Source: an optimization exercise on an open RTL-to-GDS flow (aim: small area, a short achievable clock period and few clock cycles per item). Production flows keep margins and buffers that such runs may drop.
At most, simulation tests tie the RTL to the original design; equivalence was not proved.
Power and IR drop assume default switching activity.

==> module pixel_window, before the edit <==
module pixel_window (
    input  logic                      clk,
    input  logic                      rst_n,
    input  logic                      in_valid,
    output logic                      in_ready,
    input  pixel_pkg::pixel_t         in_pixel,
    output logic                      out_valid,
    input  logic                      out_ready,
    output pixel_pkg::pixel_t [15:0]  out_window,
    output logic                      frame_done
);
    localparam int W     = 16;
    localparam int H     = 8;
    localparam int PB    = 24;
    localparam int NPIX  = W * H;
    localparam int NELEM = W * (H + 2);
    localparam int CLEN  = 3 * W + 4;
    localparam int CW    = $clog2(W);
    localparam int SW    = $clog2(NELEM + 1);
    localparam int AW    = $clog2(NPIX + 1);
    typedef logic [PB-1:0] pixel_t;
    pixel_t          chain [0:CLEN-1];
    pixel_t          skid;
    logic            skid_v;      
    logic            virt;        
    logic            pend;        
    logic            top_row;     
    logic            win_flag;    
    logic            last;        
    logic [AW-1:0]   acc_cnt;
    logic [SW-1:0]   elem;        
    logic [SW-1:0]   elem_inc;
    logic            acc;
    logic            shift;
    logic            skid_v_next;
    logic [AW-1:0]   acc_cnt_next;
    pixel_t          new_elem;
    assign acc      = in_valid && in_ready;
    assign shift    = (pend || acc) && (!out_valid || out_ready);
    assign new_elem = virt ? chain[W-1] : (skid_v ? skid : in_pixel);
    assign skid_v_next  = skid_v ? !shift : (acc && !shift);
    assign acc_cnt_next = acc_cnt + AW'(acc);
    assign elem_inc     = elem + SW'(1);
    always_ff @(posedge clk or negedge rst_n) begin
        if (!rst_n) begin
            in_ready   <= 1'b1;
            skid_v     <= 1'b0;
            virt       <= 1'b0;
            pend       <= 1'b0;
            top_row    <= 1'b1;
            win_flag   <= 1'b0;
            last       <= 1'b0;
            acc_cnt    <= '0;
            elem       <= '0;
            out_valid  <= 1'b0;
            frame_done <= 1'b0;
        end else begin
            skid_v    <= skid_v_next;
            acc_cnt   <= acc_cnt_next;
            in_ready  <= !skid_v_next && (acc_cnt_next != AW'(NPIX));
            if (shift) begin
                elem     <= elem_inc;
                virt     <= (elem_inc >= SW'(NPIX));
                top_row  <= (elem_inc < SW'(W));
                win_flag <= (elem_inc[SW-1:CW] >= (SW-CW)'(2)) && (elem_inc[CW-1:0] >= CW'(3));
                last     <= (elem_inc == SW'(NELEM));
            end
            pend      <= skid_v_next || (shift ? (elem_inc >= SW'(NPIX) && elem_inc != SW'(NELEM))
                                               : (virt && !last));
            out_valid <= shift ? win_flag : (out_valid && !out_ready);
            if (out_valid && out_ready && last) begin
                frame_done <= 1'b1;
            end
        end
    end
    always_ff @(posedge clk) begin
        if (acc && !shift) begin
            skid <= in_pixel;
        end
    end
    always_ff @(posedge clk) begin
        if (shift) begin
            chain[0] <= new_elem;
            for (int p = 1; p < CLEN; p++) begin
                chain[p] <= (p == W && top_row) ? new_elem : chain[p-1];
            end
        end
    end
    always_comb begin
        for (int j = 0; j < 4; j++) begin
            for (int i = 0; i < 4; i++) begin
                out_window[j*4 + i] = chain[(3-j)*W + (3-i)];
            end
        end
    end
endmodule
==> flow/config.mk <==
export PLATFORM = sky130hd
export DESIGN_NAME = pixel_window
export DESIGN_NICKNAME = pixel_window
export VERILOG_FILES = /design/flow/design.v
export SDC_FILE = /design/flow/constraint.sdc
export NUM_CORES = 4
export LEC_CHECK = 0
export CAP_MARGIN = 20
export CORE_MARGIN = 2
export CORE_UTILIZATION = 65
export CTS_CLUSTER_DIAMETER = 60
export CTS_CLUSTER_SIZE = 30
export PLACE_DENSITY = 0.75
export SETUP_SLACK_MARGIN = 2.5
export SLEW_MARGIN = 20
==> flow/constraint.sdc <==
create_clock -name core_clock -period 5.0 [get_ports {clk}]
set_input_delay 1.0000 -clock core_clock [delete_from_list [all_inputs] [get_ports {clk}]]
set_output_delay 1.0000 -clock core_clock [all_outputs]
set_load 0.01 [all_outputs]
standard.sh (not shown) runs the stock make flow with config.mk's settings and CLKGATE_MAP_FILE= SYNTH_SCRIPT=/design/flow/synth_recipe.tcl, a recipe that flattens the netlist after the stock synthesis.
==> flow/flow/run.sh <==
#!/bin/bash
# The standard layout, with plain buffers on the ports instead of the delay cells that
# buffer_ports would otherwise pick.
set -euo pipefail
export BUFFER_PORTS_ARGS="-buffer_cell sky130_fd_sc_hd__buf_2"
bash standard.sh > standard.log 2>&1
Next try:
--- a/flow/design.v
+++ b/flow/design.v
@@ -42,23 +42,25 @@
     logic            last;        
     logic [AW-1:0]   acc_cnt;
     logic [SW-1:0]   elem;        
     logic [SW-1:0]   elem_inc;
     logic            acc;
+    logic            in_block;    
     logic            shift;
     logic            skid_v_next;
     logic [AW-1:0]   acc_cnt_next;
     pixel_t          new_elem;
-    assign acc      = in_valid && in_ready;
+    assign in_ready = !in_block;
+    assign acc      = in_valid && !in_block;
     assign shift    = (pend || acc) && (!out_valid || out_ready);
     assign new_elem = virt ? chain[W-1] : (skid_v ? skid : in_pixel);
     assign skid_v_next  = skid_v ? !shift : (acc && !shift);
     assign acc_cnt_next = acc_cnt + AW'(acc);
     assign elem_inc     = elem + SW'(1);
     always_ff @(posedge clk or negedge rst_n) begin
         if (!rst_n) begin
-            in_ready   <= 1'b1;
+            in_block   <= 1'b0;
             skid_v     <= 1'b0;
             virt       <= 1'b0;
             pend       <= 1'b0;
             top_row    <= 1'b1;
             win_flag   <= 1'b0;
@@ -68,11 +70,11 @@
             out_valid  <= 1'b0;
             frame_done <= 1'b0;
         end else begin
             skid_v    <= skid_v_next;
             acc_cnt   <= acc_cnt_next;
-            in_ready  <= !skid_v_next && (acc_cnt_next != AW'(NPIX));
+            in_block  <= skid_v_next || (acc_cnt_next == AW'(NPIX));
             if (shift) begin
                 elem     <= elem_inc;
                 virt     <= (elem_inc >= SW'(NPIX));
                 top_row  <= (elem_inc < SW'(W));
                 win_flag <= (elem_inc[SW-1:CW] >= (SW-CW)'(2)) && (elem_inc[CW-1:0] >= CW'(3));
=>
- The changed run completed with no timing, DRC or antenna violations
- total power decreases by 5.5%
- global-route usage decreases by 0.19 points
- design area stays flat
- maximum frequency decreases by 1.8%
- final cell count decreases by 0.36%
- utilization decreases by 0.21 points
- first-iteration DRC count increases by 19%
- wire length decreases by 0.57%
- hold slack loses 0.0082 ns
- die area barely changes
- flip-flop and latch count stays the same
Testbench counts after the change, summed over its fixed seeds: cycles 5,152, windows 3,328.
No functional check of the RTL was part of the first run of this note.

## separate check: timing with driven ports
The results above use ideal ports. As a check the final layouts listed here were re-extracted and re-timed, cells and wires unchanged. Step 1: set_driving_cell puts a clkbuf_16 on clk and a buf_2 on each other input, an assumption about the parent block. Step 2 times the ports against the registers' clock, not the clock port: input delays grow and output delays shrink by t, the midpoint of the rising clock arrivals with the driver on. a / b / c = ideal / step 1 / step 2; a / b = the first two.
| run | t, ns | setup slack, ns | worst hold slack (ns) | clock arrival spread, ns |
|---|---|---|---|---|
| the first run | 0.681 | 2.577 / 2.518 / 2.003 | 0.337 / 0.300 / 0.409 | 0.035 / 0.035 |
| the second run | 0.692 | 2.533 / 2.538 / 1.846 | 0.329 / 0.309 / 0.404 | 0.034 / 0.034 |
After both steps setup and hold are still met in every run listed. For the second run, which loses most, drivers alone change the setup slack by +0.005 ns; drivers and shift together by -0.687 ns.
